This design comes from an exercise in tuning for small area, a short achievable clock period and few clock cycles per item on the open sky130 flow, not from production work. RTL that was checked went through simulation tests only; none was proved equivalent to the original. Function not checked in run 1: the RTL went through the layout flow alone. Power is estimated from default activity; no workload was simulated.

--- design.v ---
package mmu_pkg;
  typedef logic [39-1:0]    vaddr_t;
  typedef logic [56-1:0]    paddr_t;
  typedef logic [44-1:0]    ppn_t;
  typedef logic [39-13:0]   vpn_t;
  typedef enum logic [1:0] {
    PRIV_LVL_U = 2'b00,
    PRIV_LVL_S = 2'b01,
    PRIV_LVL_M = 2'b11
  } priv_lvl_t;
  typedef struct packed {
    logic [9:0] rsvd;
    ppn_t       ppn;
    logic [1:0] rsw;
    logic       d;
    logic       a;
    logic       g;
    logic       u;
    logic       x;
    logic       w;
    logic       r;
    logic       v;
  } pte_t;
  typedef struct packed {
    logic valid;
    vpn_t vpn;
    pte_t pte;
    logic is_2m;
    logic is_1g;
  } tlb_entry_t;
  typedef struct packed {
    logic hit;
    pte_t pte;
    logic is_2m;
    logic is_1g;
  } tlb_rsp_t;
  typedef enum logic [3:0] {
    EXC_INSTR_ACCESS_FAULT = 4'd1,
    EXC_INSTR_PAGE_FAULT   = 4'd12,
    EXC_LOAD_PAGE_FAULT    = 4'd13,
    EXC_STORE_PAGE_FAULT   = 4'd15
  } exc_cause_t;
  typedef struct packed {
    logic        valid;
    exc_cause_t  cause;
    logic [63:0] tval;
  } exc_t;
  typedef struct packed {
    logic   valid;
    vaddr_t vaddr;
  } walk_req_t;
  typedef struct packed {
    logic       done;
    logic       error;
    vaddr_t     vaddr;
    tlb_entry_t entry;
  } walk_rsp_t;
  typedef enum logic [1:0] {
    IDLE,
    READ,
    WAIT,
    DONE
  } ptw_state_t;
  function automatic paddr_t merge_paddr(ppn_t ppn, vaddr_t vaddr, logic is_2m, logic is_1g);
    paddr_t paddr;
    paddr = {ppn, vaddr[11:0]};
    if (is_2m) begin
      paddr[20:12] = vaddr[20:12];
    end
    if (is_1g) begin
      paddr[29:12] = vaddr[29:12];
    end
    merge_paddr = paddr;
  endfunction
endpackage
`timescale 1ns/100ps
module mmu_top (
  input  logic        clk_i,
  input  logic        rst_ni,
  input  logic        enable_translation_i,
  input  logic        flush_tlb_i,
  input  logic [43:0] satp_ppn_i,
  input  logic [1:0]  priv_lvl_i,
  input  logic [1:0]  ld_st_priv_lvl_i,
  input  logic        sum_i,
  input  logic        fetch_req_i,
  input  logic [38:0] fetch_vaddr_i,
  output logic        fetch_valid_o,
  output logic [55:0] fetch_paddr_o,
  output logic [68:0] fetch_exc_o,
  input  logic        lsu_req_i,
  input  logic        lsu_is_store_i,
  input  logic [38:0] lsu_vaddr_i,
  output logic        lsu_dtlb_hit_o,
  output logic [43:0] lsu_dtlb_ppn_o,
  output logic        lsu_valid_o,
  output logic [55:0] lsu_paddr_o,
  output logic [68:0] lsu_exc_o,
  output logic        mem_req_o,
  output logic [55:0] mem_addr_o,
  input  logic        mem_rvalid_i,
  input  logic [63:0] mem_rdata_i
);
  logic en;
  assign en = enable_translation_i;
  logic        t_v, t_id, t_k1, t_k0, t_r, t_w, t_x, t_u, t_d;
  logic [26:0] t_vpn;
  logic [43:0] t_ppn;
  logic [26:0] f_vpn, l_vpn;
  logic        f_hit, l_hit;
  assign f_vpn = fetch_vaddr_i[38:12];
  assign l_vpn = lsu_vaddr_i[38:12];
  assign f_hit = t_v && (t_vpn[26:18] == f_vpn[26:18])
                 && (t_k1 || (t_vpn[17:9] == f_vpn[17:9]))
                 && (t_k0 || (t_vpn[8:0] == f_vpn[8:0]));
  assign l_hit = t_v && (t_vpn[26:18] == l_vpn[26:18])
                 && (t_k1 || (t_vpn[17:9] == l_vpn[17:9]))
                 && (t_k0 || (t_vpn[8:0] == l_vpn[8:0]));
  logic        busy_q;    
  logic        own_q;     
  logic [1:0]  lvl_q;     
  logic        arr, leaf, fault, done, cont, free;
  logic [38:0] w_va;
  logic        rd_v, rd_r, rd_w, rd_x, rd_u, rd_a, rd_d;
  logic [43:0] rd_ppn;
  assign rd_v   = mem_rdata_i[0];
  assign rd_r   = mem_rdata_i[1];
  assign rd_w   = mem_rdata_i[2];
  assign rd_x   = mem_rdata_i[3];
  assign rd_u   = mem_rdata_i[4];
  assign rd_a   = mem_rdata_i[6];
  assign rd_d   = mem_rdata_i[7];
  assign rd_ppn = mem_rdata_i[53:10];
  assign w_va = own_q ? lsu_vaddr_i : fetch_vaddr_i;
  assign leaf = rd_r || rd_x;
  assign arr  = busy_q && mem_rvalid_i;
  assign cont = arr && rd_v && !rd_r && !rd_w && !rd_x && (lvl_q != 2'd0);
  assign done = arr && !cont;
  assign free = !busy_q || done;
  always_comb begin
    fault = !rd_v || (rd_w && !rd_r);
    if (leaf) begin
      if (!rd_a) fault = 1'b1;
      if (lvl_q == 2'd2 && rd_ppn[17:0] != '0) fault = 1'b1;
      if (lvl_q == 2'd1 && rd_ppn[8:0] != '0) fault = 1'b1;
    end else if (lvl_q == 2'd0) begin
      fault = 1'b1;
    end
  end
  logic lv_q, lf_q, fill;
  assign fill    = done && !fault && !flush_tlb_i;
  logic covered;
  assign covered = done && leaf
                   && (fetch_vaddr_i[38:30] == lsu_vaddr_i[38:30])
                   && (lvl_q == 2'd2 || fetch_vaddr_i[29:21] == lsu_vaddr_i[29:21])
                   && (lvl_q != 2'd0 || fetch_vaddr_i[20:12] == lsu_vaddr_i[20:12]);
  logic l_sel, f_sel, l_go, f_go, start, canon;
  assign canon = (fetch_vaddr_i[38] == fetch_vaddr_i[37]);
  assign l_sel = lsu_req_i && en && !lv_q && !lf_q && !(busy_q && own_q);
  assign f_sel = fetch_req_i && en && canon && !(busy_q && !own_q);
  logic l_pri;
  assign l_pri = l_sel;
  assign l_go  = l_pri && !l_hit;
  assign f_go  = !l_pri && f_sel && !f_hit;
  assign start = free && !covered && (l_go || f_go);
  logic [8:0] s_idx, c_idx;
  assign s_idx = l_pri ? lsu_vaddr_i[38:30] : fetch_vaddr_i[38:30];
  assign c_idx = (lvl_q == 2'd2) ? w_va[29:21] : w_va[20:12];
  assign mem_req_o  = cont || start;
  assign mem_addr_o = cont ? {rd_ppn, c_idx, 3'b000} : {satp_ppn_i, s_idx, 3'b000};
  always_ff @(posedge clk_i or negedge rst_ni) begin
    if (!rst_ni) begin
      busy_q <= 1'b0;
    end else begin
      busy_q <= mem_req_o || (busy_q && !mem_rvalid_i);
    end
  end
  always_ff @(posedge clk_i) begin
    if (cont) begin
      lvl_q <= lvl_q - 2'd1;
    end else if (start) begin
      lvl_q <= 2'd2;
      own_q <= l_pri;
    end
  end
  logic        fw, lw;
  logic [43:0] f_ppn, l_ppn;
  logic        fw_flt, lw_flt;
  assign fw    = busy_q && !own_q && mem_rvalid_i;
  assign lw    = busy_q && own_q && mem_rvalid_i;
  assign f_ppn = {t_ppn[43:27],
                  t_ppn[26:18] | (f_vpn[26:18] & {9{t_id}}),
                  t_ppn[17:9]  | (f_vpn[17:9]  & {9{t_k1}}),
                  t_ppn[8:0]   | (f_vpn[8:0]   & {9{t_k0}})};
  assign l_ppn = {t_ppn[43:27],
                  t_ppn[26:18] | (l_vpn[26:18] & {9{t_id}}),
                  t_ppn[17:9]  | (l_vpn[17:9]  & {9{t_k1}}),
                  t_ppn[8:0]   | (l_vpn[8:0]   & {9{t_k0}})};
  assign fw_flt = (fw && fault) || !t_x || ((priv_lvl_i == 2'b00) && !t_u)
                  || ((priv_lvl_i == 2'b01) && t_u);
  assign lw_flt = (lw && fault) || ((ld_st_priv_lvl_i == 2'b01) && t_u && !sum_i)
                  || ((ld_st_priv_lvl_i == 2'b00) && !t_u)
                  || (lsu_is_store_i ? !(t_w && t_d) : !t_r);
  assign lsu_dtlb_hit_o     = lsu_req_i && (!en || l_hit);
  assign lsu_dtlb_ppn_o     = l_ppn;
  always_ff @(posedge clk_i or negedge rst_ni) begin
    if (!rst_ni) begin
      lv_q <= 1'b0;
      lf_q <= 1'b0;
    end else begin
      lv_q <= lsu_dtlb_hit_o && !lsu_valid_o && !(fill && !covered);
      lf_q <= fill && own_q;
    end
  end
  assign lsu_valid_o        = lv_q || lf_q || (lw && fault);
  assign lsu_paddr_o        = {l_ppn, lsu_vaddr_i[11:0]};
  assign lsu_exc_o[68]      = en && lw_flt;
  assign lsu_exc_o[67:64]   = lsu_is_store_i ? 4'd15 : 4'd13;
  assign lsu_exc_o[63:0]    = {25'd0, lsu_vaddr_i};
  assign fetch_valid_o      = fetch_req_i && (!en || !canon || f_hit || (fw && fault));
  assign fetch_paddr_o      = {f_ppn, fetch_vaddr_i[11:0]};
  assign fetch_exc_o[68]    = en && (!canon || fw_flt);
  assign fetch_exc_o[67:64] = canon ? 4'd12 : 4'd1;
  assign fetch_exc_o[63:0]  = {25'd0, fetch_vaddr_i};
  always_ff @(posedge clk_i or negedge rst_ni) begin
    if (!rst_ni) begin
      t_v <= 1'b0;
    end else if (flush_tlb_i || !en) begin
      t_v <= 1'b0;
    end else if (fill) begin
      t_v <= 1'b1;
    end
  end
  always_ff @(posedge clk_i) begin
    t_id <= !en;
    if (!en) begin
      t_ppn <= '0;
      t_k1  <= 1'b1;
      t_k0  <= 1'b1;
    end else if (fill) begin
      t_ppn <= rd_ppn;
      t_k1  <= (lvl_q == 2'd2);
      t_k0  <= (lvl_q != 2'd0);
    end
    if (fill) begin
      t_vpn <= w_va[38:12];
      t_r   <= rd_r;
      t_w   <= rd_w;
      t_x   <= rd_x;
      t_u   <= rd_u;
      t_d   <= rd_d;
    end
  end
endmodule
--- flow/run.sh ---
#!/bin/bash
# The standard layout, with the port buffers made from the smallest
# buffer cell instead of the delay cell buffer_ports picks by default.
set -euo pipefail
export BUFFER_PORTS_ARGS="-buffer_cell sky130_fd_sc_hd__buf_1"
bash standard.sh finish > standard_flow.log 2>&1
--- standard.sh ---
#!/bin/bash
# synth_recipe.tcl (not shown) runs the flow's synth.tcl, then flattens the netlist and writes it again
# the make line also repeats each setting of config.mk as NAME=value (left out here)
make -C /OpenROAD-flow-scripts/flow DESIGN_CONFIG=/design/flow/config.mk WORK_HOME=/design/flow/orfs CLKGATE_MAP_FILE= SYNTH_SCRIPT=/design/flow/synth_recipe.tcl "${@:-finish}"
--- config.mk ---
export PLATFORM = sky130hd
export DESIGN_NAME = mmu_top
export DESIGN_NICKNAME = mmu_top
export VERILOG_FILES = /design/flow/design.v
export SDC_FILE = /design/flow/constraint.sdc
export NUM_CORES = 4
export LEC_CHECK = 0
export CAP_MARGIN = 20
export CORE_AREA = 2 2 193 193
export CTS_BUF_LIST = sky130_fd_sc_hd__clkbuf_8
export DIE_AREA = 0 0 195 195
export SETUP_SLACK_MARGIN = 2.5
export SLEW_MARGIN = 20
--- constraint.sdc ---
create_clock -name core_clock -period 8.5 [get_ports {clk_i}]
set_input_delay 1.7000 -clock core_clock [delete_from_list [all_inputs] [get_ports {clk_i}]]
set_output_delay 1.7000 -clock core_clock [all_outputs]
set_load 0.01 [all_outputs]
==> results.yml, run 1 <==
setup_path:
  worstPathRequired_ps: 6800
  end_kind: "output port"
  start_kind: "primary input"
  crit_family: "simple AND/OR/NAND/NOR gates"
  critPathMostFrequentCell: "buf_1"
  cp_num_cells: 8
  cp_cell_sequence: "buf_1, nor4_1, nand3_1, a211oi_2, and2_4, nor3_1, o31a_1, buf_1"
  critPathSlowestCell: "and2_4"
  worst-path-buf-inv: 2
  crit_path_max_incr_delay_ps: 620
  reg2reg_depth: 7
  critPathKind: "primary input to output port"
  arrival_ps: 4110
  cp_max_fo: 47
final_layout:
  final-seq-area_sq_um: 2090
  largest_reg_flops: 44
  top_regs: "t_ppn x44, t_vpn x27, lvl_q x2"
  area_growth_syn_to_layout_pct: 7.22
  multiInputGateArea_sq_um: 3940
  final_area_sq_um: 8480
  fillerInstances: 4018
  drive_gt1_frac: 0.0648
  diodes: 0
  nets: 1354
  final_common_cell: "buf_1"
  top_register: "t_ppn"
  final_cell_mix: "409 x buf_1, 160 x nand2_1, 58 x xor2_1"
yosys:
  synth_seq_cells: 86
  netlist_instances: 965
  synth_flop_cell: "dfxtp_1"
  synth_cell_types: 47
  syn_area_sq_um: 7910
  ys_async_sr_fraction: 0.0465
  yosys_warnings: 1
  synth_edf_count: 35
  syn_area_per_cell_sq_um: 8.19
  synth_seq_area_share: 0.265
global_routing:
  grt_usage: 0.161
  grt_pass1_wl_um: 44500
  grt_max_degree: 51
  antenna_found_initial: 0
  grt_pass1_vias: 6587
  grt_overflow: 0
die:
  initial_core_util: 0.221
  die_area_sq_um: 38000
  io_pins: 553
  dieWidth_um: 195
  rows: 69
  die_height_um: 195
  core_area_sq_um: 35700
timing:
  rsz0062_at_grt: "no"
  worst_slew_margin_rel: 0.219
  setup_tns_ps: 0
  setup_violations: 0
  fin_skew_ps: 10.2
  slew_viol_final: 0
  fin_crit_sh: 0.683
  fmax_mhz: 172
  hold_viol_final: 0
  finalCriticalPeriod_ps: 5810
  tightest_slew_ps: 1170
  timing.hold.ws_ps: 495
place:
  place_area_sq_um: 8270
  io_buffers: 410
  gp_congestion: 0.812
  dp_hpwl_um: 25100
route:
  num_vias: 7304
  drt-initial-drc-count: 406
  wire_per_inst_um: 20.0
  routed_via_density: 4.51
  antenna_left: 0
  drtPass1Iterations: 7
  totalWireLength_um: 32300
  drcViolationCount: 0
clock_network:
  clkTransAtPathRegs_ps: 100
  clk_latency_ps: 410
  numCtsBuffers: 9
  cts_tree: "done"
  clkSinkCount: 86
  postCtsSetupBuffers: 0
  htreeDepth: 3
  hold_buffers: 0
  cts.path.max_buffers: 2
  ctsRootBufferMaster: "clkbuf_8"
  ctsResizeCount: 1
pwr:
  p_leak_uw: 0.00324
  power_density_nw_per_um2: 130
  vdd_drop_max_mv: 0.0606
hold_path:
  hold_path_depth: 2
  hp-class: "flip-flop to flip-flop"
job:
  cap_viol_max_count: 0
run_status:
  status: "finished clean"
stage by stage:
step	util	setup slack (ps)	power, uW	std cells
after floorplan	-	3520	691	1020
after global routing	0.237	2600	1150	1618
after detailed placement	0.231	2340	768	1602
after global placement	0.231	2340	765	1601
after CTS	0.237	2700	1120	1618
final	0.237	2690	1100	1618
where the power goes:
| part | switching [uW] | internal [uW] | total (uW) | leakage, uW |
|---|---|---|---|---|
| clock | 179 | 162 | 341 | 0.000113 |
| sequential | 6.14 | 435 | 441 | 0.000746 |
| combinational | 219 | 97.4 | 317 | 0.00238 |
| total | 405 | 694 | 1100 | 0.00324 |
layer usage:
metal / routed length [um] / up-vias / GRT usage
met2: 15300 / 380 / 0.267
met1: 13300 / 3450 / 0.197
met3: 2320 / 64 / 0.0330
met4: 1390 / 0 / 0.0857
li1: - / 3410 / -
met5: 0 / - / 0
Yosys cell counts (3+ instances only):
| cell type | count | area (sq um) |
|---|---|---|
| buf_4 | 244 | 1830 |
| nand2_1 | 161 | 604 |
| xor2_1 | 58 | 508 |
| a21oi_1 | 55 | 275 |
| a21o_1 | 54 | 405 |
| nand4_1 | 50 | 313 |
| dfxtp_1 | 47 | 941 |
| clkbuf_1 | 43 | 161 |
| edfxtp_1 | 35 | 1050 |
| o31ai_1 | 35 | 263 |
| mux2_2 | 27 | 304 |
| xnor2_1 | 24 | 210 |
| nor4_1 | 15 | 93.8 |
| nor3_1 | 11 | 55.1 |
| and3_1 | 10 | 62.6 |
| o31ai_2 | 10 | 125 |
| mux2i_1 | 9 | 90.1 |
| nor2_1 | 9 | 33.8 |
| buf_2 | 8 | 40.0 |
| inv_1 | 8 | 30.0 |
| a41oi_1 | 5 | 43.8 |
| nand3_1 | 5 | 25.0 |
| buf_6 | 4 | 45.0 |
| dfrtp_1 | 4 | 100 |
| ha_1 | 3 | 37.5 |
| o211ai_1 | 3 | 22.5 |
| o21ai_0 | 3 | 15.0 |
layout make-up:
class,instances,share of cell area
multi-input cells,625,0.464
flip-flops and latches,86,0.247
repair buffers,421,0.192
well taps,461,0.0680
clock buffers,9,0.0146
clock inverters,7,0.00989
inverters,9,0.00399
final timing paths:
path / end / from / slack, ps
min reg2reg: t_ppn[26] / t_ppn[26] / 490
min in group asynchronous: busy_q / rst_ni / 1140
min: t_ppn[26] / t_ppn[26] / 490
max reg2reg: t_vpn[9] / lvl_q[0] / 5220
max in group asynchronous: lv_q / rst_ni / 7130
max: fetch_valid_o / mem_rdata_i[13] / 2690
worst register-to-register path, cell delays in order, from the launching register on:
cell,delay [ps]
edfxtp_1,430
inv_1,110
ha_1,280
nor4_2,80
nand2_1,220
nand3_4,650
nor3_4,760
buf_4,430
cell families after synthesis:
logic type	Yosys count	share of synthesized area
XOR/XNOR	83	0.0929
AND/OR/NAND/NOR	270	0.160
buffers and inverters	309	0.268
flip-flops	86	0.265
multiplexers	36	0.0498
AO/OA/AOI/OAI	176	0.159
adder cells (fa/ha/maj)	3	0.00475
other	2	0.000950
==> inputs of run 2 (changes only) <==
--- a/design.v
+++ b/design.v
@@ -105,3 +105,3 @@
   assign en = enable_translation_i;
-  logic        t_v, t_id, t_k1, t_k0, t_r, t_w, t_x, t_u, t_d;
+  logic        t_v, t_id, t_k1, t_k0, t_fok, t_lok, t_sok;
   logic [26:0] t_vpn;
@@ -198,7 +198,10 @@
                   t_ppn[8:0]   | (l_vpn[8:0]   & {9{t_k0}})};
-  assign fw_flt = (fw && fault) || !t_x || ((priv_lvl_i == 2'b00) && !t_u)
-                  || ((priv_lvl_i == 2'b01) && t_u);
-  assign lw_flt = (lw && fault) || ((ld_st_priv_lvl_i == 2'b01) && t_u && !sum_i)
-                  || ((ld_st_priv_lvl_i == 2'b00) && !t_u)
-                  || (lsu_is_store_i ? !(t_w && t_d) : !t_r);
+  logic w_fok, w_lok, w_sok, w_lpriv;
+  assign w_fok   = rd_x && !((priv_lvl_i == 2'b00) && !rd_u) && !((priv_lvl_i == 2'b01) && rd_u);
+  assign w_lpriv = !((ld_st_priv_lvl_i == 2'b01) && rd_u && !sum_i)
+                   && !((ld_st_priv_lvl_i == 2'b00) && !rd_u);
+  assign w_lok   = rd_r && w_lpriv;
+  assign w_sok   = rd_w && rd_d && w_lpriv;
+  assign fw_flt = (fw && fault) || !t_fok;
+  assign lw_flt = (lw && fault) || (lsu_is_store_i ? !t_sok : !t_lok);
   assign lsu_dtlb_hit_o     = lsu_req_i && (!en || l_hit);
@@ -227,3 +230,3 @@
       t_v <= 1'b0;
-    end else if (flush_tlb_i || !en) begin
+    end else if (flush_tlb_i || !en || (!fetch_req_i && !lsu_req_i)) begin
       t_v <= 1'b0;
@@ -246,7 +249,5 @@
       t_vpn <= w_va[38:12];
-      t_r   <= rd_r;
-      t_w   <= rd_w;
-      t_x   <= rd_x;
-      t_u   <= rd_u;
-      t_d   <= rd_d;
+      t_fok <= w_fok;
+      t_lok <= w_lok;
+      t_sok <= w_sok;
     end
--- a/config.mk
+++ b/config.mk
@@ -11,3 +11,3 @@
 export DIE_AREA = 0 0 195 195
-export SETUP_SLACK_MARGIN = 2.5
+export SETUP_SLACK_MARGIN = 3.8
 export SLEW_MARGIN = 20
==> results.yml, run 2 <==
run_status:
  status: "finished clean"
timing:
  finalCriticalPeriod_ps: 5080
  fin_skew_ps: 23.9
  slew_viol_final: 0
  fmax_mhz: 197
  fin_crit_sh: 0.598
  setup_tns_ps: 0
  tightest_slew_ps: 1020
  worst_slew_margin_rel: 0.318
  hold_viol_final: 0
  setup_violations: 0
  rsz0062_at_grt: "yes"
place:
  place_area_sq_um: 7840
  gp_congestion: 0.857
  dp_hpwl_um: 23300
  dpl.cell_count: 1493
  io_buffers: 410
final_layout:
  finalNonFillerCells: 1575
  final_cell_mix: "309 x buf_1, 73 x mux2i_1, 61 x nand2_1"
  final-seq-area_sq_um: 2030
  largest_reg_flops: 44
  top_regs: "t_ppn x44, t_vpn x27, lvl_q x2"
  fillerInstances: 3867
  final_common_cell: "buf_1"
  drive_gt1_frac: 0.268
  top_register: "t_ppn"
  diodes: 0
  area_growth_syn_to_layout_pct: 28.6
  multiInputGateArea_sq_um: 4050
  nets: 1311
  final_area_sq_um: 9550
die:
  die_area_sq_um: 38000
  io_pins: 553
  rows: 69
  dieWidth_um: 195
  initial_core_util: 0.208
  die_height_um: 195
  core_area_sq_um: 35700
setup_path:
  start_kind: "primary input"
  end_kind: "output port"
  cp_cell_sequence: "buf_4, xor2_1, nor4_1, nand4_1, nor3_2, o22ai_2, a31o_2, buf_6"
  cp_max_fo: 7
  reg2reg_depth: 26
  reg2reg_slack_ps: 4580
  worstSetupStartpoint: "fetch_vaddr_i[37]"
  worstPathRequired_ps: 6800
  reg2reg_from: "t_vpn[18]"
  arrival_ps: 3380
  reg2reg_to: "lv_q"
  crit_path_max_incr_delay_ps: 290
  critPathSlowestCell: "nor4_1"
  critPathKind: "primary input to output port"
pwr:
  p_comb_frac: 0.354
  clockPowerShare: 0.256
  p_leak_uw: 0.00438
  swShare: 0.387
  vdd_drop_max_mv: 0.0819
  seq_power_share: 0.390
  power_density_nw_per_um2: 121
  switchingPower_uw: 447
  p_int_uw: 707
route:
  wl_met2_um: 16100
  drt-initial-drc-count: 276
  drcViolationCount: 0
  drt-met1-wl_um: 13300
  antenna_left: 0
  wire_per_inst_um: 20.5
  top_layer: "met4"
  drtPass1Iterations: 4
  wl_met3_um: 1930
  totalWireLength_um: 32400
  num_vias: 6658
  routed_via_density: 4.23
global_routing:
  antenna_found_initial: 0
  grt_overflow: 0
  grt_usage: 0.162
  grt_pass1_vias: 6290
  grt_pass1_wl_um: 43600
  grt_max_degree: 50
clock_network:
  clkTransAtPathRegs_ps: 100
  hold_buffers: 0
  numCtsBuffers: 9
  clk_latency_ps: 430
  cts_tree: "done"
  htreeDepth: 3
  clkSinkCount: 84
  cts.path.max_buffers: 2
  ctsRootBufferMaster: "clkbuf_8"
yosys:
  netlist_instances: 835
  synth_top_area_frac: 0.247
  yosysMostFrequentCell: "buf_4"
  ys_top_cells_by_count: "244 x buf_4, 90 x nand2_1, 73 x mux2i_1"
  synth_seq_area_share: 0.274
  synth_cell_types: 45
  synth_seq_cells: 84
  syn_area_sq_um: 7420
  syn_area_per_cell_sq_um: 8.89
  synth_top_area_cell: "buf_4"
  synth_flop_cell: "dfxtp_1"
  ys_async_sr_fraction: 0.0476
  yosys_warnings: 1
  synth_edf_count: 33
  synth.area.top_cells: "buf_4 25%, edfxtp_1 13%, dfxtp_1 13%"
hold_path:
  hp-class: "flip-flop to flip-flop"
  worstHoldStart: "t_ppn[22]"
  holdPathEnd: "t_ppn[22]"
  hold_path_depth: 2
job:
  cap_viol_max_count: 0
-- run 2: through the flow --
stage / power, uW / hold slack (ps) / setup slack, ps / util
floorplan: 701 / 490 / 3810 / -
global placement: 780 / 505 / 2780 / 0.219
detailed placement: 784 / 520 / 2730 / 0.219
CTS: 1150 / 545 / 3400 / 0.255
global route: 1220 / 563 / 3340 / 0.267
finish: 1150 / 543 / 3420 / 0.267
-- run 2: worst max-delay path: cells and delay by family --
kind	cells	cell delay, ps
compound gates	2	360
simple gates	3	830
buf+inv	2	290
xor+xnor	1	180
-- run 2: routing by layer --
layer,vias up,GRT usage
li1,3077,-
met1,3176,0.195
met2,347,0.285
met3,58,0.0297
met4,0,0.0664
met5,-,0
-- run 2: power by group through the flow --
stage	registers (uW)	logic [uW]	clock network, uW
after floorplan	442	259	0
after global placement	451	329	0
after detailed placement	452	332	0
after CTS	451	389	314
after global routing	452	439	328
final	450	409	295
-- run 2: layout make-up --
type / instances / area share
Multi-Input combinational cell: 529 / 0.424
Timing Repair Buffer: 476 / 0.280
Sequential cell: 84 / 0.213
Tap cell: 461 / 0.0604
Clock buffer: 9 / 0.0130
Clock inverter: 7 / 0.00537
Inverter: 9 / 0.00380
-- run 2: cell families (layout without fill, tap and decap cells) --
group,after synthesis,after routing,share of synthesized area
AOI/OAI and AO/OA,78,78,0.0804
adders and majority gates,3,3,0.00506
DFF,84,84,0.274
xor gates and xnor gates,83,83,0.0979
other,2,57,0.00101
buffers and inverters,281,501,0.267
and+or+nand+nor,186,190,0.108
muxes,118,118,0.167
-- run 2: timing repair --
action                     CTS  global route
setup endpoints to repair   59            60
gates cloned                 5             0
pin swaps                   33            42
gates resized for setup    187           123
buffers inserted            53             8
-- run 2: worst max path at each step --
stage                                 to  slack (ps)  depth (start not counted)
after floorplan           mem_addr_o[10]        3810                          5
after global placement         mem_req_o        2780                          6
after detailed placement  mem_addr_o[26]        2730                          5
after CTS                      mem_req_o        3400                          8
after global routing           mem_req_o        3340                          8
final                          mem_req_o        3420                          8
Testbench counts of run 2, summed over its fixed seeds: cycles 85,496, items 23,040.
==> inputs of run 3 (changes only) <==
--- a/config.mk
+++ b/config.mk
@@ -11,3 +11,4 @@
 export DIE_AREA = 0 0 195 195
-export SETUP_SLACK_MARGIN = 3.8
+export SETUP_SLACK_MARGIN = 4.2
 export SLEW_MARGIN = 20
+export TNS_END_PERCENT = 5
==> results.yml, run 3 <==
route:
  totalWireLength_um: 29600
  top_layer: "met5"
  drcViolationCount: 0
  routed_via_density: 4.15
  wl_met2_um: 14400
  wl_met3_um: 2210
  wire_per_inst_um: 19.4
  drtPass1Iterations: 4
  num_vias: 6334
  antenna_left: 0
  drt-met1-wl_um: 12200
  drt-initial-drc-count: 349
final_layout:
  area_growth_syn_to_layout_pct: 14.9
  final_common_cell: "buf_1"
  largest_reg_flops: 44
  final_area_sq_um: 8530
  finalNonFillerCells: 1526
  final_cell_mix: "365 x buf_1, 89 x nand2_1, 71 x mux2i_1"
  nets: 1260
  top_regs: "t_ppn x44, t_vpn x27, lvl_q x2"
  top_register: "t_ppn"
  drive_gt1_frac: 0.145
hold_path:
  hold_path_depth: 2
  hp-class: "flip-flop to flip-flop"
  holdPathEnd: "t_ppn[4]"
  worstHoldStart: "t_ppn[4]"
timing:
  setup_violations: 0
  fin_skew_ps: 10.7
  setup_tns_ps: 0
  fin_crit_sh: 0.608
  rsz0062_at_grt: "yes"
  fmax_mhz: 194
  hold_viol_final: 0
  tightest_slew_ps: 980
  timing.hold.ws_ps: 543
  slew_viol_final: 0
  worst_slew_margin_rel: 0.347
  finalCriticalPeriod_ps: 5170
  finalWorstSetupSlack_ps: 3330
die:
  initial_core_util: 0.208
  die_height_um: 195
  rows: 69
  io_pins: 553
  core_area_sq_um: 35700
  die_area_sq_um: 38000
  dieWidth_um: 195
clock_network:
  clkTransAtPathRegs_ps: 100
  numCtsBuffers: 9
  ctsRootBufferMaster: "clkbuf_8"
  cts.path.max_buffers: 2
  cts_tree: "done"
  clkSinkCount: 84
  clk_latency_ps: 420
  htreeDepth: 3
place:
  io_buffers: 410
  dp_hpwl_um: 22800
  place_area_sq_um: 7870
  dpl.cell_count: 1494
  gp_congestion: 0.841
  dp_slack_ps: 2830
setup_path:
  reg2reg_from: "lvl_q[0]"
  start_kind: "primary input"
  end_kind: "output port"
  reg2reg_depth: 8
  reg2reg_slack_ps: 5480
  worstPathRequired_ps: 6800
  arrival_ps: 3470
  reg2reg_to: "t_vpn[0]"
  critPathKind: "primary input to output port"
  cp_max_fo: 7
yosys:
  synth.area.top_cells: "buf_4 25%, edfxtp_1 13%, dfxtp_1 13%"
  ys_async_sr_fraction: 0.0476
  yosysMostFrequentCell: "buf_4"
  yosys_warnings: 1
  synth_cell_types: 45
  netlist_instances: 835
  synth_edf_count: 33
  synth_flop_cell: "dfxtp_1"
  synth_top_area_cell: "buf_4"
  syn_area_sq_um: 7420
  syn_area_per_cell_sq_um: 8.89
  ys_top_cells_by_count: "244 x buf_4, 90 x nand2_1, 73 x mux2i_1"
  synth_seq_cells: 84
  synth_seq_area_share: 0.274
  synth_top_area_frac: 0.247
pwr:
  power_density_nw_per_um2: 133
  vdd_drop_max_mv: 0.0674
  p_leak_uw: 0.00381
global_routing:
  grt_usage: 0.151
  grt_overflow: 0
  grt_max_degree: 50
  grt_pass1_wl_um: 40900
  antenna_found_initial: 1
  grt_pass1_vias: 5884
job:
  cap_viol_max_count: 0
run_status:
  status: "finished clean"
## run 3: layout make-up
type	instances	area, sq um
fillers	3969	27200
multi-input cells	527	3840
flip-flops and latches	84	2030
repair buffers	427	1840
well taps	461	577
clock buffers	9	124
clock inverters	7	81.3
inverters	9	36.3
diodes	2	5.00
## run 3: per-stage QoR
stage | total power, uW | utilization
3_5_place_dp | 783 | 0.220
3_3_place_gp | 781 | 0.220
2_1_floorplan | 705 | -
4_1_cts | 1160 | 0.236
6_report | 1140 | 0.239
5_1_grt | 1200 | 0.239
## run 3: critical path: stages
cell,delay (ps)
buf_12,120
xor2_2,140
nor4_2,320
nand4_1,310
nor3_2,330
o22ai_2,160
a31o_4,250
buf_6,130
## run 3: worst max-delay path by stage
stage | from | end | slack [ps]
3_3_place_gp | enable_translation_i | mem_req_o | 2880
3_5_place_dp | fetch_vaddr_i[24] | mem_req_o | 2830
5_1_grt | fetch_vaddr_i[26] | mem_req_o | 3250
4_1_cts | fetch_vaddr_i[27] | mem_req_o | 3380
2_1_floorplan | lsu_vaddr_i[21] | mem_req_o | 3950
6_report | fetch_vaddr_i[38] | mem_req_o | 3330
## run 3: logic make-up (layout without fill, tap and decap cells)
logic type	count (synthesis)	after routing	synth area share
buf+inv	281	452	0.267
simple gates	186	188	0.108
mux	118	118	0.167
flops	84	84	0.274
xor+xnor	83	83	0.0979
compound gates	78	78	0.0804
fa+ha+maj	3	3	0.00506
other cells	2	59	0.00101
## run 3: timing repair
| action | in CTS | in global routing |
|---|---|---|
| endpoints found under the setup margin | 62 | 60 |
| setup buffers | 9 | 3 |
| pin swaps | 18 | 12 |
| gates cloned | 2 | 0 |
| endpoints found under the hold margin | 0 | 0 |
| resized for setup | 77 | 28 |
| hold buffers | 0 | 0 |
## run 3: routing by layer
layer	global-route usage	up-vias
li1	-	2963
met1	0.186	3003
met2	0.258	321
met3	0.0328	45
met4	0.0571	2
met5	0	-
## run 3: power by group
group | switching (uW) | internal (uW) | total [uW]
Clock | 196 | 140 | 336
Combinational | 220 | 133 | 353
Sequential | 18.3 | 429 | 448
Total | 434 | 703 | 1140
==> inputs of run 4 (changes only) <==
--- a/config.mk
+++ b/config.mk
@@ -11,4 +11,4 @@
 export DIE_AREA = 0 0 195 195
-export SETUP_SLACK_MARGIN = 4.2
+export SETUP_SLACK_MARGIN = 3.6
 export SLEW_MARGIN = 20
-export TNS_END_PERCENT = 5
+export TNS_END_PERCENT = 10
==> results.yml, run 4 <==
global_routing:
  grt_overflow: 0
  grt_use_met1: 0.192
  met3_usage: 0.0370
  grt_usage: 0.150
  grt_pass1_vias: 5782
  grt_max_degree: 50
  globalRouteMet2Util: 0.245
  top_usage_layer: "met2"
  antenna_found_initial: 4
  grt_pass1_wl_um: 40400
timing:
  setup_tns_ps: 0
  tightest_slew_ps: 998
  hold_viol_final: 0
  rsz0062_at_grt: "yes"
  finalCriticalPeriod_ps: 5160
  slew_viol_final: 0
  setup_violations: 0
  fin_crit_sh: 0.607
  worst_slew_margin_rel: 0.334
  fin_skew_ps: 16.6
  fmax_mhz: 194
pwr:
  p_total_uw: 1160
  swShare: 0.365
  p_comb_frac: 0.318
  switchingPower_uw: 423
  seq_power_share: 0.387
  power_density_nw_per_um2: 132
  p_leak_uw: 0.00390
  vdd_drop_max_mv: 0.0740
  p_int_uw: 736
  clockPowerShare: 0.295
clock_network:
  numCtsBuffers: 9
  htreeDepth: 3
  ctsRootBufferMaster: "clkbuf_8"
  clkTransAtPathRegs_ps: 100
  cts_tree: "done"
  clkSinkCount: 84
  cts.path.max_buffers: 2
  clk_latency_ps: 410
place:
  io_buffers: 410
  dpl.cell_count: 1494
  gp_congestion: 0.859
  place_area_sq_um: 7860
  dp_hpwl_um: 23000
yosys:
  synth.area.top_cells: "buf_4 25%, edfxtp_1 13%, dfxtp_1 13%"
  synth_seq_area_share: 0.274
  synth_cell_types: 45
  synth_top_area_frac: 0.247
  netlist_instances: 835
  ys_async_sr_fraction: 0.0476
  synth_seq_cells: 84
  synth_top_area_cell: "buf_4"
  synth_edf_count: 33
  synth_flop_cell: "dfxtp_1"
  syn_area_sq_um: 7420
  yosysMostFrequentCell: "buf_4"
  ys_top_cells_by_count: "244 x buf_4, 90 x nand2_1, 73 x mux2i_1"
  yosys_warnings: 1
  syn_area_per_cell_sq_um: 8.89
run_status:
  status: "finished clean"
die:
  rows: 69
  initial_core_util: 0.208
  die_height_um: 195
  io_pins: 553
  die_area_sq_um: 38000
  dieWidth_um: 195
  core_area_sq_um: 35700
final_layout:
  final_area_sq_um: 8800
  finalNonFillerCells: 1534
  area_growth_syn_to_layout_pct: 18.6
  nets: 1267
  top_regs: "t_ppn x44, t_vpn x27, lvl_q x2"
  final_cell_mix: "359 x buf_1, 89 x nand2_1, 73 x mux2i_1"
  final_common_cell: "buf_1"
  fillerInstances: 3926
  largest_reg_flops: 44
  drive_gt1_frac: 0.163
  top_register: "t_ppn"
route:
  drcViolationCount: 0
  routed_via_density: 4.14
  antenna_left: 0
  wire_per_inst_um: 19.7
  drt-initial-drc-count: 266
  totalWireLength_um: 30200
  num_vias: 6348
  drtPass1Iterations: 4
setup_path:
  reg2reg_depth: 8
  arrival_ps: 3460
  start_kind: "primary input"
  end_kind: "output port"
  critPathKind: "primary input to output port"
  cp_max_fo: 6
  reg2reg_slack_ps: 5410
  reg2reg_from: "lvl_q[0]"
  reg2reg_to: "t_vpn[16]"
  worstPathRequired_ps: 6800
hold_path:
  hold_path_depth: 2
  worstHoldStart: "t_ppn[3]"
  hp-class: "flip-flop to flip-flop"
  holdPathEnd: "t_ppn[3]"
job:
  cap_viol_max_count: 0
run 4: stage by stage:
step	util	hold slack, ps	setup WS (ps)
6_report	0.246	541	3340
3_3_place_gp	0.219	504	2470
2_1_floorplan	-	490	3780
3_5_place_dp	0.220	519	2630
5_1_grt	0.246	562	3290
4_1_cts	0.240	545	3380
run 4: layout make-up:
type | count | area, sq um | area share
inverter | 9 | 36.3 | 0.00412
tap | 461 | 577 | 0.0655
clock buffer | 9 | 124 | 0.0141
clock inverter | 7 | 92.6 | 0.0105
multi-input combinational | 528 | 3930 | 0.447
timing repair buffer | 433 | 2000 | 0.228
antenna | 3 | 7.51 | 0.000853
sequential | 84 | 2030 | 0.231
run 4: power by group through the flow:
stage,sequential [uW],clock [uW],combinational [uW]
floorplan,442,0,259
finish,448,342,369
detailed placement,451,0,332
global placement,450,0,328
CTS,448,368,360
global route,451,379,395
run 4: cell families (layout without fill, tap and decap cells):
kind of cell | count (synthesis) | count (layout) | share of synthesized area
DFF | 84 | 84 | 0.274
xor gates and xnor gates | 83 | 83 | 0.0979
and+or+nand+nor | 186 | 189 | 0.108
muxes | 118 | 118 | 0.167
other | 2 | 60 | 0.00101
buffers and inverters | 281 | 458 | 0.267
AOI/OAI and AO/OA | 78 | 78 | 0.0804
adders and majority gates | 3 | 3 | 0.00506
run 4: repair_timing:
item	in CTS	in global routing
pin swaps	27	16
hold endpoints to repair	0	0
hold buffers	0	0
gates cloned	2	1
resized for setup	118	38
endpoints found under the setup margin	59	47
setup buffers	11	7
run 4: worst max-delay path by stage:
stage / from / endpoint / depth (start not counted)
after floorplan: mem_rdata_i[1] / mem_addr_o[10] / 5
after global placement: mem_rdata_i[1] / mem_req_o / 6
after detailed placement: mem_rdata_i[1] / mem_addr_o[25] / 5
after CTS: fetch_vaddr_i[34] / mem_req_o / 8
after global routing: fetch_vaddr_i[38] / mem_req_o / 8
final: lsu_vaddr_i[37] / mem_req_o / 8
run 4: critical path, cell delays in order:
cell     delay [ps]
buf_4           150
xor2_1          170
nor4_1          270
nand4_1         340
nor3_4          300
o22ai_4         130
a31o_4          260
buf_6           130
run 4: routing by layer:
metal  routed length, um  up-vias  share of wire
li1                    -     2979              -
met1               13000     2983           0.43
met2               14200      348           0.47
met3                2210       36          0.073
met4                 773        2          0.026
met5                  13        -        0.00043
==> inputs of run 5 (changes only) <==
--- a/config.mk
+++ b/config.mk
@@ -11,4 +11,4 @@
 export DIE_AREA = 0 0 195 195
-export SETUP_SLACK_MARGIN = 3.6
+export SETUP_SLACK_MARGIN = 5
 export SLEW_MARGIN = 20
-export TNS_END_PERCENT = 10
+export TNS_END_PERCENT = 2
==> results.yml, run 5 <==
die:
  die_area_sq_um: 38000
  io_pins: 553
  rows: 69
  core_area_sq_um: 35700
  dieWidth_um: 195
  die_height_um: 195
  initial_core_util: 0.208
final_layout:
  final_common_cell: "buf_1"
  fin_util: 0.249
  drive_gt1_frac: 0.180
  top_register: "t_ppn"
  multiInputGateArea_sq_um: 3960
  largest_reg_flops: 44
  final_cell_mix: "350 x buf_1, 88 x nand2_1, 70 x mux2i_1"
  final-seq-area_sq_um: 2030
  area_growth_syn_to_layout_pct: 19.8
  nets: 1270
  final_area_sq_um: 8890
  fillerInstances: 3920
  top_regs: "t_ppn x44, t_vpn x27, lvl_q x2"
yosys:
  synth_top_area_cell: "buf_4"
  yosysMostFrequentCell: "buf_4"
  synth_flop_cell: "dfxtp_1"
  yosys.area_share.adder: 0.00506
  muxShareOfSynthArea: 0.167
  synth.area.top_cells: "buf_4 25%, edfxtp_1 13%, dfxtp_1 13%"
  synth_top_family_by_area: "buffers and inverters"
  syn_area_sq_um: 7420
  syn_area_per_cell_sq_um: 8.89
  ys_async_sr_fraction: 0.0476
  yosys_warnings: 1
  synth_top_area_frac: 0.247
  synth_seq_area_share: 0.274
  synth_seq_cells: 84
  ys_top_cells_by_count: "244 x buf_4, 90 x nand2_1, 73 x mux2i_1"
  synth_edf_count: 33
  yosys.area_share.simple: 0.108
  netlist_instances: 835
  synth_compound_area_frac: 0.0804
  synthXorXnorAreaFrac: 0.0979
  synth_cell_types: 45
pwr:
  p_comb_frac: 0.313
  p_int_uw: 744
  vdd_drop_max_mv: 0.0698
  switchingPower_uw: 440
  seq_power_share: 0.377
  power_density_nw_per_um2: 133
  clockPowerShare: 0.309
  swShare: 0.372
  p_leak_uw: 0.00397
timing:
  slew_viol_final: 0
  worst_slew_margin_rel: 0.348
  fmax_mhz: 192
  fin_skew_ps: 11.6
  setup_tns_ps: 0
  fin_crit_sh: 0.612
  tightest_slew_ps: 978
  finalCriticalPeriod_ps: 5200
  rsz0062_at_grt: "yes"
  hold_viol_final: 0
  setup_violations: 0
setup_path:
  start_kind: "primary input"
  worstPathRequired_ps: 6800
  crit_family: "simple AND/OR/NAND/NOR gates"
  cp_cell_sequence: "buf_12, xor2_1, nor4_1, nand4_1, nor3_2, o22ai_2, a31o_2, buf_6"
  arrival_ps: 3500
  cp_max_fo: 6
  critPathKind: "primary input to output port"
  reg2reg_slack_ps: 5350
  crit_path_max_incr_delay_ps: 360
  critPathSlowestCell: "nor3_2"
  end_kind: "output port"
  worst-path-buf-inv: 2
clock_network:
  hold_buffers: 0
  ctsRootBufferMaster: "clkbuf_8"
  clk_latency_ps: 420
  htreeDepth: 3
  clkSinkCount: 84
  clkTransAtPathRegs_ps: 100
  numCtsBuffers: 9
  cts.path.max_buffers: 2
  cts_tree: "done"
global_routing:
  grt_pass1_wl_um: 40200
  grt_overflow: 0
  grt_usage: 0.150
  grt_max_degree: 50
  grt_pass1_vias: 5815
  antenna_found_initial: 2
route:
  totalWireLength_um: 30100
  drt-initial-drc-count: 385
  num_vias: 6401
  drcViolationCount: 0
  routed_via_density: 4.17
  antenna_left: 0
  wire_per_inst_um: 19.6
  drtPass1Iterations: 4
run_status:
  status: "finished clean"
job:
  cap_viol_max_count: 0
place:
  place_area_sq_um: 7870
  gp_congestion: 0.840
  io_buffers: 410
  dp_hpwl_um: 22700
hold_path:
  hp-class: "flip-flop to flip-flop"
-- run 5: cell counts after synthesis --
Identical to the previous run, type by type.
-- run 5: power groups by stage --
stage | combinational (uW) | clock, uW | sequential (uW)
global route | 400 | 398 | 448
finish | 371 | 366 | 447
CTS | 359 | 387 | 447
global placement | 329 | 0 | 451
detailed placement | 332 | 0 | 451
floorplan | 262 | 0 | 442
-- run 5: repair_timing --
item,CTS,global route
buffers inserted,12,8
gates resized for setup,110,61
cloned,2,2
pin swaps,25,21
setup endpoints to repair,276,261
-- run 5: worst paths after layout --
path,end,depth (start not counted),startpoint
max,mem_req_o,8,lsu_vaddr_i[32]
min,t_ppn[4],2,t_ppn[4]
max reg2reg,t_vpn[4],8,lvl_q[0]
min reg2reg,t_ppn[4],2,t_ppn[4]
max in group asynchronous,busy_q,1,rst_ni
min in group asynchronous,lf_q,1,rst_ni
-- run 5: routing by layer --
metal	GRT usage	vias up	wire length [um]
li1	-	2982	-
met1	0.188	3042	12900
met2	0.247	321	14500
met3	0.0288	54	1690
met4	0.0696	2	1020
met5	0	-	13
-- run 5: worst min-delay path: cells and delay by family, from the launching register on --
kind | cells | cell delay, ps
simple gates | 1 | 70
flops | 1 | 360
mux | 1 | 80
-- run 5: per-stage QoR --
stage	std cells	hold WS [ps]	total power, uW	worst slack (ps)
after floorplan	890	490	705	3950
after global placement	1494	505	781	2880
after detailed placement	1494	519	783	2860
after CTS	1524	545	1190	3460
after global routing	1534	577	1250	3300
final	1535	539	1180	3300
-- run 5: cell families (layout without fill, tap and decap cells) --
logic type | count (synthesis) | in the layout
simple gates | 186 | 188
mux | 118 | 118
xor+xnor | 83 | 83
compound gates | 78 | 78
buf+inv | 281 | 462
other cells | 2 | 58
fa+ha+maj | 3 | 3
flops | 84 | 84
-- run 5: cell type report --
type,instances,share of cell area
well taps,461,0.0649
clock buffers,9,0.0139
inverters,9,0.00408
clock inverters,7,0.0117
multi-input cells,527,0.445
flip-flops and latches,84,0.228
repair buffers,437,0.232
diodes,1,0.000281
==> inputs of run 6 (changes only) <==
--- a/config.mk
+++ b/config.mk
@@ -11,4 +11,3 @@
 export DIE_AREA = 0 0 195 195
-export SETUP_SLACK_MARGIN = 5
+export SETUP_SLACK_MARGIN = 3.4
 export SLEW_MARGIN = 20
-export TNS_END_PERCENT = 2
==> results.yml, run 6 <==
global_routing:
  grt_pass1_wl_um: 40400
  grt_usage: 0.150
  grt_pass1_vias: 5785
  antenna_found_initial: 4
  grt_max_degree: 50
  grt_overflow: 0
yosys:
  yosysMostFrequentCell: "buf_4"
  syn_area_sq_um: 7420
  ys_top_cells_by_count: "244 x buf_4, 90 x nand2_1, 73 x mux2i_1"
  synth_flop_cell: "dfxtp_1"
  synth_seq_cells: 84
  synth_top_area_cell: "buf_4"
  yosys_warnings: 1
  synth_seq_area_share: 0.274
  synth_edf_count: 33
  synth.area.top_cells: "buf_4 25%, edfxtp_1 13%, dfxtp_1 13%"
  ys_async_sr_fraction: 0.0476
  syn_area_per_cell_sq_um: 8.89
  synth_top_area_frac: 0.247
  synth_cell_types: 45
  netlist_instances: 835
final_layout:
  nets: 1266
  final_common_cell: "buf_1"
  final-seq-area_sq_um: 2030
  top_register: "t_ppn"
  area_growth_syn_to_layout_pct: 18.1
  top_regs: "t_ppn x44, t_vpn x27, lvl_q x2"
  drive_gt1_frac: 0.161
  multiInputGateArea_sq_um: 3930
  final_cell_mix: "360 x buf_1, 89 x nand2_1, 73 x mux2i_1"
  largest_reg_flops: 44
  fillerInstances: 3928
timing:
  tightest_slew_ps: 1030
  hold_viol_final: 0
  finalCriticalPeriod_ps: 5140
  setup_violations: 0
  timing.hold.ws_ps: 540
  fmax_mhz: 195
  rsz0062_at_grt: "yes"
  fin_crit_sh: 0.605
  fin_skew_ps: 15.5
  worst_slew_margin_rel: 0.316
  setup_tns_ps: 0
  slew_viol_final: 0
die:
  die_height_um: 195
  io_pins: 553
  initial_core_util: 0.208
  rows: 69
  die_area_sq_um: 38000
  dieWidth_um: 195
  core_area_sq_um: 35700
clock_network:
  clkSinkCount: 84
  htreeDepth: 3
  ctsRootBufferMaster: "clkbuf_8"
  clk_latency_ps: 410
  hold_buffers: 0
  clkTransAtPathRegs_ps: 100
  numCtsBuffers: 9
  cts_tree: "done"
  cts.path.max_buffers: 2
route:
  routed_via_density: 4.15
  drcViolationCount: 0
  wire_per_inst_um: 19.7
  totalWireLength_um: 30200
  drt-initial-drc-count: 290
  antenna_left: 0
  num_vias: 6362
  drtPass1Iterations: 4
hold_path:
  hold_path_depth: 2
  hp-class: "flip-flop to flip-flop"
  holdPathEnd: "t_ppn[3]"
  worstHoldStart: "t_ppn[3]"
setup_path:
  arrival_ps: 3440
  reg2reg_to: "t_vpn[16]"
  reg2reg_slack_ps: 5390
  end_kind: "output port"
  critPathSlowestCell: "nor3_4"
  reg2reg_depth: 8
  start_kind: "primary input"
  cp_max_fo: 5
  reg2reg_from: "lvl_q[0]"
  worstPathRequired_ps: 6800
  critPathKind: "primary input to output port"
  crit_path_max_incr_delay_ps: 340
  cp_cell_sequence: "buf_2, xor2_1, nor4_1, a41oi_1, nor3_4, o22ai_4, a31o_4, buf_6"
place:
  dp_hpwl_um: 23000
  io_buffers: 410
  gp_congestion: 0.859
pwr:
  swShare: 0.366
  p_comb_frac: 0.317
  p_int_uw: 735
  power_density_nw_per_um2: 132
  vdd_drop_max_mv: 0.0742
  switchingPower_uw: 424
  clockPowerShare: 0.296
  p_leak_uw: 0.00388
  seq_power_share: 0.387
  p_total_uw: 1160
run_status:
  status: "finished clean"
job:
  cap_viol_max_count: 0
[run 6: cell counts after synthesis]
No cell type changed its count.
[run 6: power groups by stage]
| stage | registers, uW | clock network [uW] | logic (uW) |
|---|---|---|---|
| after floorplan | 442 | 0 | 259 |
| after global placement | 450 | 0 | 328 |
| after detailed placement | 451 | 0 | 332 |
| after CTS | 448 | 368 | 360 |
| after global routing | 451 | 379 | 394 |
| final | 448 | 343 | 368 |
[run 6: worst max-delay path by stage]
stage                            startpoint             end  slack, ps  cells past startpoint
after floorplan              mem_rdata_i[1]  mem_addr_o[10]       3780                      5
after global placement       mem_rdata_i[1]       mem_req_o       2470                      6
after detailed placement     mem_rdata_i[1]  mem_addr_o[25]       2630                      5
after CTS                 fetch_vaddr_i[34]       mem_req_o       3380                      8
after global routing      fetch_vaddr_i[38]       mem_req_o       3290                      8
final                       lsu_vaddr_i[17]       mem_req_o       3360                      8
[run 6: area by class of cell]
type                    count  share of cell area
multi-input cells         528               0.448
diodes                      3            0.000856
repair buffers            432               0.224
inverters                   9             0.00414
clock buffers               9              0.0141
well taps                 461              0.0658
clock inverters             7              0.0106
flip-flops and latches     84               0.232
[run 6: cells by family (layout without fill, tap and decap cells)]
logic type	after synthesis	count (layout)	share of synthesized area
buffers and inverters	281	457	0.267
multiplexers	118	118	0.167
XOR/XNOR	83	83	0.0979
AND/OR/NAND/NOR	186	189	0.108
other	2	60	0.00101
AO/OA/AOI/OAI	78	78	0.0804
adder cells (fa/ha/maj)	3	3	0.00506
flip-flops	84	84	0.274
[run 6: critical path, delay by kind of cell]
family          cells  cell delay [ps]
xor+xnor            1              180
simple gates        2              610
buf+inv             2              280
compound gates      3              650
[run 6: routing by layer]
| metal | vias up | global-route usage | routed length (um) |
|---|---|---|---|
| met5 | - | 0 | 13 |
| met3 | 35 | 0.0351 | 2020 |
| met1 | 3001 | 0.193 | 13200 |
| li1 | 2981 | - | - |
| met4 | 2 | 0.0526 | 761 |
| met2 | 343 | 0.246 | 14300 |
[run 6: metrics by stage]
step / cell area, sq um / setup slack (ps) / util / std cells
finish: 8770 / 3360 / 0.245 / 1533
global route: 8760 / 3290 / 0.245 / 1530
CTS: 8570 / 3380 / 0.240 / 1522
detailed placement: 7860 / 2630 / 0.220 / 1494
global placement: 7840 / 2470 / 0.219 / 1493
floorplan: 7630 / 3780 / - / 890
[run 6: repair_timing]
action,4_1_cts,5_1_grt
resized for setup,119,27
pin swaps,28,14
gates cloned,2,1
setup endpoints to repair,59,14
buffers inserted,10,7
endpoints found under the hold margin,0,0
==> inputs of run 7 (changes only) <==
==> flow/run.sh (replaced) <==
#!/bin/bash
# The standard layout, with the port buffers made from the smallest
# buffer cell instead of the delay cell buffer_ports picks by default, and
# the constant outputs left on synthesis's shared tie cells.
set -euo pipefail
export BUFFER_PORTS_ARGS="-buffer_cell sky130_fd_sc_hd__buf_1"
export SKIP_REPAIR_TIE_FANOUT=1
bash standard.sh finish > standard_flow.log 2>&1
--- a/config.mk
+++ b/config.mk
@@ -11,3 +11,4 @@
 export DIE_AREA = 0 0 195 195
-export SETUP_SLACK_MARGIN = 3.4
+export SETUP_SLACK_MARGIN = 4.2
 export SLEW_MARGIN = 20
+export TNS_END_PERCENT = 5
==> results.yml, run 7 <==
run_status:
  status: "finished clean"
setup_path:
  start_kind: "primary input"
  cp_max_fo: 7
  crit_family: "simple AND/OR/NAND/NOR gates"
  worstPathRequired_ps: 6800
  critPathSlowestCell: "nand4_1"
  cp_cell_sequence: "buf_12, xor2_2, nor4_2, nand4_1, nor3_2, o22ai_2, a31o_4, buf_6"
  arrival_ps: 3390
  reg2reg_slack_ps: 4770
  worst-path-buf-inv: 2
  critPathKind: "primary input to output port"
  cp_num_cells: 8
  crit_path_max_incr_delay_ps: 310
  end_kind: "output port"
  reg2reg_depth: 10
timing:
  fmax_mhz: 197
  fin_skew_ps: 20.4
  fin_crit_sh: 0.598
  setup_violations: 0
  hold_viol_final: 0
  rsz0062_at_grt: "yes"
  tightest_slew_ps: 966
  worst_slew_margin_rel: 0.356
  slew_viol_final: 0
  finalCriticalPeriod_ps: 5090
  setup_tns_ps: 0
  timing.hold.ws_ps: 542
place:
  io_buffers: 410
  place_area_sq_um: 7670
  gp_congestion: 0.836
  dp_hpwl_um: 22100
final_layout:
  nets: 1210
  final_common_cell: "buf_1"
  final_cell_mix: "362 x buf_1, 89 x nand2_1, 71 x mux2i_1"
  fillerInstances: 3941
  multiInputGateArea_sq_um: 3730
  largest_reg_flops: 44
  area_growth_syn_to_layout_pct: 15.4
  final_area_sq_um: 8560
  drive_gt1_frac: 0.175
  final-seq-area_sq_um: 2030
  top_register: "t_ppn"
  top_regs: "t_ppn x44, t_vpn x27, lvl_q x2"
route:
  wl_met2_um: 14300
  drt-initial-drc-count: 326
  antenna_left: 0
  drtPass1Iterations: 5
  top_layer: "met5"
  drcViolationCount: 0
  num_vias: 6256
  totalWireLength_um: 29600
  wire_per_inst_um: 20.1
  routed_via_density: 4.24
  drt-met1-wl_um: 12500
  wl_met3_um: 2130
yosys:
  ys_async_sr_fraction: 0.0476
  synth_seq_area_share: 0.274
  synth_cell_types: 45
  synth_top_area_frac: 0.247
  netlist_instances: 835
  syn_area_per_cell_sq_um: 8.89
  yosysMostFrequentCell: "buf_4"
  syn_area_sq_um: 7420
  synth_flop_cell: "dfxtp_1"
  ys_top_cells_by_count: "244 x buf_4, 90 x nand2_1, 73 x mux2i_1"
  yosys_warnings: 1
  synth.area.top_cells: "buf_4 25%, edfxtp_1 13%, dfxtp_1 13%"
  synth_top_area_cell: "buf_4"
  synth_seq_cells: 84
  synth_edf_count: 33
global_routing:
  grt_max_degree: 55
  grt_pass1_vias: 5848
  grt_usage: 0.149
  antenna_found_initial: 2
  grt_overflow: 0
  grt_pass1_wl_um: 40800
die:
  initial_core_util: 0.208
  core_area_sq_um: 35700
  die_height_um: 195
  dieWidth_um: 195
  rows: 69
  die_area_sq_um: 38000
  io_pins: 553
clock_network:
  clk_latency_ps: 420
  htreeDepth: 3
  clkTransAtPathRegs_ps: 90
  numCtsBuffers: 9
  hold_buffers: 0
  clkSinkCount: 84
  cts.path.max_buffers: 2
  ctsRootBufferMaster: "clkbuf_8"
  cts_tree: "done"
pwr:
  p_leak_uw: 0.00372
  power_density_nw_per_um2: 134
  vdd_drop_max_mv: 0.0729
hold_path:
  hp-class: "flip-flop to flip-flop"
  hold_path_depth: 2
job:
  cap_viol_max_count: 0
run 7: cell count changes in the layout (fill, tap and decap cells not counted), sizes merged:
| cell | previous run | this run |
|---|---|---|
| buf | 427 | 420 |
| bufbuf | 0 | 1 |
| bufinv | 2 | 1 |
| clkbuf | 14 | 20 |
| conb | 57 | 2 |
| diode | 3 | 1 |
| inv | 10 | 11 |
| nand4 | 10 | 9 |
run 7: path summary, 6_finish.rpt:
path / to / start
min: t_ppn[16] / t_ppn[16]
max in group asynchronous: busy_q / rst_ni
max: mem_req_o / fetch_vaddr_i[38]
max reg2reg: lv_q / lvl_q[0]
min in group asynchronous: t_v / rst_ni
min reg2reg: t_ppn[16] / t_ppn[16]
run 7: kinds of logic after synthesis:
family,count (synthesis),synth area share
AOI/OAI and AO/OA,78,0.0804
and+or+nand+nor,186,0.108
buffers and inverters,281,0.267
other,2,0.00101
xor gates and xnor gates,83,0.0979
muxes,118,0.167
adders and majority gates,3,0.00506
DFF,84,0.274
run 7: metrics by stage:
step	utilization	cells	total power [uW]	setup slack, ps
floorplan	-	835	705	3950
global placement	0.215	1440	778	2790
global route	0.240	1474	1210	3360
detailed placement	0.215	1440	781	2780
CTS	0.230	1469	1150	3370
finish	0.240	1475	1150	3410
run 7: final cells by class:
class,count,share of cell area
Sequential cell,84,0.237
Inverter,9,0.00394
Multi-Input combinational cell,472,0.436
Antenna cell,1,0.000292
Tap cell,461,0.0673
Clock buffer,9,0.0145
Timing Repair Buffer,432,0.231
Clock inverter,7,0.00979
run 7: power by group:
part	switching, uW	leakage [uW]	internal, uW
Sequential	18.3	0.000727	429
Combinational	223	0.00289	142
Clock	192	0.000102	141
Total	433	0.00372	712
run 7: timing repair:
| item | 4_1_cts | 5_1_grt |
|---|---|---|
| gates cloned | 3 | 0 |
| pin swaps | 14 | 25 |
| endpoints found under the setup margin | 81 | 79 |
| buffers inserted | 10 | 5 |
| resized for setup | 70 | 88 |
run 7: metal layers:
metal  track usage  vias to the layer above
met5             0                        -
met4        0.0455                        2
met3        0.0421                       33
met2         0.249                      297
met1         0.187                     3019
li1              -                     2905
run 7: worst min-delay path: cells and delay by family (launching register included):
family        cells  cell delay (ps)
flops             1              360
mux               1               80
simple gates      1               70
==> inputs of run 8 (changes only) <==
--- a/config.mk
+++ b/config.mk
@@ -7,2 +7,3 @@
 export LEC_CHECK = 0
+export ABC_AREA = 1
 export CAP_MARGIN = 20
==> results.yml, run 8 <==
final_layout:
  top_register: "t_ppn"
  top_regs: "t_ppn x44, t_vpn x27, lvl_q x2"
  largest_reg_flops: 44
  finalNonFillerCells: 1808
  fillerInstances: 4038
  area_growth_syn_to_layout_pct: 19.0
  final_common_cell: "buf_1"
  fin_util: 0.255
  drive_gt1_frac: 0.163
  final_cell_mix: "350 x buf_1, 212 x nand2_1, 150 x o21ai_0"
  nets: 1543
place:
  dpl.cell_count: 1756
  io_buffers: 410
  dp_hpwl_um: 24100
  gp_congestion: 0.906
global_routing:
  grt_pass1_vias: 7310
  antenna_found_initial: 2
  grt_usage: 0.170
  grt_overflow: 0
  grt_pass1_wl_um: 47000
  grt_max_degree: 74
yosys:
  netlist_instances: 1158
  yosysMostFrequentCell: "buf_4"
  syn_area_per_cell_sq_um: 6.63
  syn_area_sq_um: 7670
  ys_top_cells_by_count: "241 x buf_4, 231 x nand2_1, 174 x o21ai_0"
  synth.area.top_cells: "buf_4 24%, edfxtp_1 13%, dfxtp_1 12%"
  synth_seq_area_share: 0.265
  synth_top_area_frac: 0.236
  synth_flop_cell: "dfxtp_1"
  ys_async_sr_fraction: 0.0476
  yosys_warnings: 1
  synth_cell_types: 33
  synth_top_area_cell: "buf_4"
  synth_seq_cells: 84
  synth_edf_count: 33
setup_path:
  start_kind: "primary input"
  end_kind: "output port"
  critPathKind: "primary input to output port"
  worstPathRequired_ps: 6800
  cp_max_fo: 5
  arrival_ps: 2990
clock_network:
  clk_latency_ps: 390
  numCtsBuffers: 9
  htreeDepth: 3
  clkTransAtPathRegs_ps: 90
  cts.path.max_buffers: 2
  ctsRootBufferMaster: "clkbuf_8"
  clkSinkCount: 84
  cts_tree: "done"
route:
  routed_via_density: 4.38
  wire_per_inst_um: 19.4
  drcViolationCount: 0
  num_vias: 7924
  drt-initial-drc-count: 605
  antenna_left: 0
  drtPass1Iterations: 6
  totalWireLength_um: 35000
die:
  initial_core_util: 0.215
  io_pins: 553
  dieWidth_um: 195
  die_area_sq_um: 38000
  core_area_sq_um: 35700
  die_height_um: 195
  rows: 69
timing:
  tightest_slew_ps: 833
  setup_violations: 0
  timing.hold.ws_ps: 527
  fin_skew_ps: 14.3
  fin_crit_sh: 0.552
  finalCriticalPeriod_ps: 4690
  hold_viol_final: 0
  rsz0062_at_grt: "yes"
  setup_tns_ps: 0
  worst_slew_margin_rel: 0.444
  slew_viol_final: 0
  fmax_mhz: 213
pwr:
  power_density_nw_per_um2: 118
  vdd_drop_max_mv: 0.0492
  p_leak_uw: 0.00382
hold_path:
  hp-class: "flip-flop to flip-flop"
run_status:
  status: "finished clean"
job:
  cap_viol_max_count: 0
run 8: changes by cell type in the layout (fill, tap and decap cells not counted), moves of 24 or more:
| cell | delta |
|---|---|
| o21ai_0 | +149 |
| nand2_1 | +123 |
| inv_1 | +120 |
| mux2i_1 | -71 |
| a21o_1 | -54 |
| a21oi_1 | +44 |
| mux2_2 | -42 |
| xor2_1 | -31 |
| o21ai_1 | +24 |
run 8: path summary, 6_finish.rpt:
check	depth (start not counted)	slack [ps]	endpoint	startpoint
worst max-delay path	13	3810	mem_req_o	fetch_vaddr_i[34]
worst min-delay path	2	530	t_ppn[0]	t_ppn[0]
worst max register to register	14	5790	t_ppn[7]	lvl_q[0]
worst min register to register	2	530	t_ppn[0]	t_ppn[0]
max in group asynchronous	1	7130	busy_q	rst_ni
min in group asynchronous	1	1150	lv_q	rst_ni
run 8: layout make-up:
cell class,instances,area (sq um),share of cell area
inverter,153,603,0.0661
multi-input combinational,652,3670,0.402
clock inverter,6,31.3,0.00343
timing repair buffer,440,2070,0.227
clock buffer,10,138,0.0151
sequential,84,2030,0.223
antenna,1,2.50,0.000274
tap,461,577,0.0632
timing repair inverter,1,8.76,0.000959
run 8: stage by stage:
step	setup WS (ps)	area, sq um	total power, uW
after global placement	2520	7860	735
after floorplan	4210	7690	669
final	3810	9130	1080
after global routing	3710	9130	1140
after detailed placement	2410	7860	736
after CTS	3790	8800	1080
run 8: kinds of logic (layout without fill, tap and decap cells):
logic type | count (synthesis) | in the layout | synth area share
flops | 84 | 84 | 0.265
compound gates | 241 | 241 | 0.161
fa+ha+maj | 3 | 3 | 0.00489
mux | 1 | 1 | 0.00147
other cells | 2 | 3 | 0.000979
xor+xnor | 43 | 43 | 0.0491
simple gates | 353 | 362 | 0.184
buf+inv | 431 | 610 | 0.334
run 8: report_power, final:
part	leakage, uW	switching [uW]	internal (uW)
sequential	0.000728	6.58	426
clock	0.0000950	173	112
combinational	0.00300	239	123
total	0.00382	419	661
run 8: worst max-delay path: stages:
cell and delay, ps:
buf_2 160, inv_2 80, nand2_1 60, o21ai_0 80
nor2_1 110, nand4_1 120, nor2_2 170, nand3_4 100
nand2_1 90, nand2_2 70, nand2_4 80, nand2_4 50
buf_6 130
run 8: metal layers:
layer,up-vias,GRT usage,share of wire
met5,-,0,0.00037
li1,3775,-,-
met3,57,0.0392,0.068
met4,2,0.0520,0.026
met1,3663,0.224,0.44
met2,427,0.275,0.47
run 8: repair_timing:
| item | in CTS | in global routing |
|---|---|---|
| gates resized for setup | 180 | 81 |
| endpoints found under the setup margin | 106 | 67 |
| pin swaps | 31 | 35 |
| setup buffers | 14 | 6 |
| cloned | 11 | 4 |
| hold buffers | 0 | 0 |

[port drivers added, routing unchanged]
The results above use ideal ports. As a check the final layouts listed here were re-extracted and re-timed, cells and wires unchanged.
Step 1 (the two cells are an assumption about what drives the block):
set clk [get_ports {clk_i}]
set_driving_cell -lib_cell sky130_fd_sc_hd__clkbuf_16 $clk
set_driving_cell -lib_cell sky130_fd_sc_hd__buf_2 [delete_from_list [all_inputs] $clk]
Step 2 adds t to the input delays and takes it off the output delays; t is the mean of the earliest and latest rising clock arrival at the registers after step 1. Input paths then give back, and output paths get back, about the clock's delay inside the block.
a / b / c = no drivers / after step 1 / after step 2; a / b = the first two.
| run | shift t [ns] | slack for setup (ns) | worst register clock-pin slew, ns |
|---|---|---|---|
| run 1 | 0.442 | 2.694 / 2.674 / 2.674 | 0.11 / 0.11 |
| run 2 | 0.457 | 3.421 / 3.380 / 3.142 | 0.12 / 0.12 |
| run 3 | 0.456 | 3.334 / 3.286 / 3.286 | 0.11 / 0.11 |
| run 4 | 0.442 | 3.342 / 3.319 / 3.319 | 0.10 / 0.10 |
| run 5 | 0.453 | 3.300 / 3.250 / 3.250 | 0.11 / 0.11 |
| run 6 | 0.443 | 3.359 / 3.336 / 3.336 | 0.11 / 0.11 |
| run 7 | 0.454 | 3.414 / 3.368 / 3.368 | 0.12 / 0.12 |
| run 8 | 0.427 | 3.806 / 3.768 / 3.768 | 0.10 / 0.10 |
After both steps every run listed still meets setup and hold. For run 2, which loses most, drivers alone change the setup slack by -0.041 ns; drivers and shift together by -0.279 ns.
